Context: an optimization exercise on an open-source flow, tuned for small area, a short achievable clock period and few clock cycles per item. The choices shown serve that exercise and are no tape-out recipe. Only simulation tests tie the RTL to the original design; equivalence was not proved. Power is estimated from default activity; no workload was simulated.

==> flow/design.v (excerpt) <==
module indexed_sequence_store_core (
  input  wire logic            clk_i,
  input  wire logic            rst_ni,
  input  wire logic            req_valid_i,
  output logic                 req_ready_o,
  input  wire logic [2:0]      req_type_i,
  input  wire logic [31:0]     req_value_i,
  input  wire logic [5:0]      req_position_i,
  output logic                 rsp_valid_o,
  input  wire logic            rsp_ready_i,
  output logic [1:0]           rsp_status_o,
  output logic [4:0]           rsp_found_position_o,
  output logic [31:0]          rsp_front_value_o,
  output logic [31:0]          rsp_back_value_o,
  output logic [4:0]           rsp_length_o,
  output logic                 rsp_is_empty_o
);
  localparam int LIST_DEPTH = 16;
  localparam int VALUE_BITS = 32;
  localparam int CntW  = $clog2(LIST_DEPTH + 1);
  logic                  skid_v_q;
  logic [ReqW-1:0]       skid_type_q;
  logic [VALUE_BITS-1:0] skid_value_q;
  logic [PosW-1:0]       skid_pos_q;
  logic                  req_v_q;
  logic                  ins_q, pop_q, rmv_q, find_q;
  logic [LIST_DEPTH-1:0] mask_q;
  logic [VALUE_BITS-1:0] value_q;
  logic [ReqW-1:0]       src_type;
  logic [VALUE_BITS-1:0] src_value;
  logic [PosW-1:0]       src_pos;
  logic                  dec_ins, dec_pop, dec_rmv, dec_find;
  logic [LIST_DEPTH-1:0] dec_mask;
  ...
export LEC_CHECK = 0
export CAP_MARGIN = 20
export CORE_MARGIN = 2
export CORE_UTILIZATION = 40
export SETUP_SLACK_MARGIN = 3.5
export SLEW_MARGIN = 20
export SYNTH_HIERARCHICAL = 1
export SYNTH_MINIMUM_KEEP_SIZE = 0
export TNS_END_PERCENT = 0
create_clock -name core_clock -period 6.0 [get_ports {clk_i}]
standard.sh (not shown) runs the stock make flow with config.mk's settings and CLKGATE_MAP_FILE= SYNTH_SCRIPT=/design/flow/synth_recipe.tcl, a recipe that flattens the netlist after the stock synthesis.
==> flow/flow/run.sh <==
#!/bin/bash
# The standard layout (the standard.sh, standard synthesis included), with
# plain buf_2 cells as the port buffers instead of the flow's default choice.
set -euo pipefail
bash standard.sh "BUFFER_PORTS_ARGS=-buffer_cell sky130_fd_sc_hd__buf_2" finish > standard_flow.log 2>&1
Testbench counts at the start, summed over its fixed seeds: cycles 6,416, items 6,400.
Edit:
- CTS_CLUSTER_DIAMETER: unset -> 80
- CTS_CLUSTER_SIZE: unset -> 20
Effect:
- count of clock-buffer cells in the layout falls by 56
- routed wire length fell by 0.38%
- power is lower by 9.3%
- setup slack loses 0.039 ns

indexed_sequence_store_core, a different RTL version from the one above (not shown whole).
For scale: ~4100 cells after synthesis, about 670 flip-flops, ~120 I/O pins.
Settings: LEC_CHECK=0, CAP_MARGIN=20, CORE_MARGIN=2, CORE_UTILIZATION=40, SETUP_SLACK_MARGIN=3.5, SLEW_MARGIN=20, SYNTH_HIERARCHICAL=1, SYNTH_MINIMUM_KEEP_SIZE=0, TNS_END_PERCENT=0; clock period 6.0 ns.
run.sh (not shown) runs the stock make flow with config.mk's settings and CLKGATE_MAP_FILE= SYNTH_SCRIPT=/design/flow/synth_recipe.tcl, a recipe that flattens the netlist after the stock synthesis.
Stock flow here: none of the scripts above is used.
The first run completed without violations.
Testbench counts at the start, summed over its fixed seeds: cycles 6,416, items 6,400.
Rerun with:
==> flow/flow/run.sh (new file) <==
#!/bin/bash
# The standard layout (the standard.sh, standard synthesis included), with
# plain buf_2 cells as the port buffers instead of the flow's default choice.
set -euo pipefail
bash standard.sh "BUFFER_PORTS_ARGS=-buffer_cell sky130_fd_sc_hd__buf_2" finish > standard_flow.log 2>&1
==> flow/standard.sh (new file) <==
#!/bin/bash
# synth_recipe.tcl (not shown) runs the flow's synth.tcl, then flattens the netlist and writes it again
# the make line also repeats each setting of config.mk as NAME=value (left out here)
make -C /OpenROAD-flow-scripts/flow DESIGN_CONFIG=/design/flow/config.mk WORK_HOME=/design/flow/orfs CLKGATE_MAP_FILE= SYNTH_SCRIPT=/design/flow/synth_recipe.tcl "${@:-finish}"
removed: flow/run.sh
Cell area is about the same; final cell count goes up slightly; fmax grows by a few percent; power is lower slightly; routed wire length went down by a few percent; sequential share of layout area drops by 0.19 points; first-iteration DRC count rises by a few percent; synthesized area stays the same; non-clock buffer count grows by 22.
Rerun with:
CTS_CLUSTER_DIAMETER = 80   (was not set)
CTS_CLUSTER_SIZE = 20   (was not set)
What happened: Setup slack improved by 0.087 ns; sequential cell count does not change; via count went down by 0.79%; global-route usage went down by 0.53 points.

==> what the ideal ports hide <==
In the flow no input, the clock included, has a driving cell. The finished layouts below were timed again as built, in two steps. Step 1 assumes that a clkbuf_16 drives the clock port and a buf_2 every other input. Step 2 also shifts input and output timing later by t, the mid clock arrival at the registers, as if the neighbouring blocks saw the same clock. Slacks: no drivers / after step 1 / after step 2; pairs: no drivers / after step 1.
run | t (ns) | setup WS [ns] | worst slew at a driven data input, ns
the first run of note 1 | 0.744 | 3.271 / 3.254 / 2.741 | 0.05
the second run of note 1 | 0.723 | 3.232 / 3.195 / 2.889 | 0.05
the first run of note 2 | 0.740 | 2.987 / 2.987 / 2.509 | 0.06
the second run of note 2 | 0.722 | 3.143 / 3.143 / 2.712 | 0.04
the third run of note 2 | 0.716 | 3.230 / 3.226 / 2.683 | 0.04
After both steps every run listed still meets setup and hold. For the third run of note 2, which loses most, drivers alone change the setup slack by -0.004 ns; drivers and shift together by -0.547 ns.
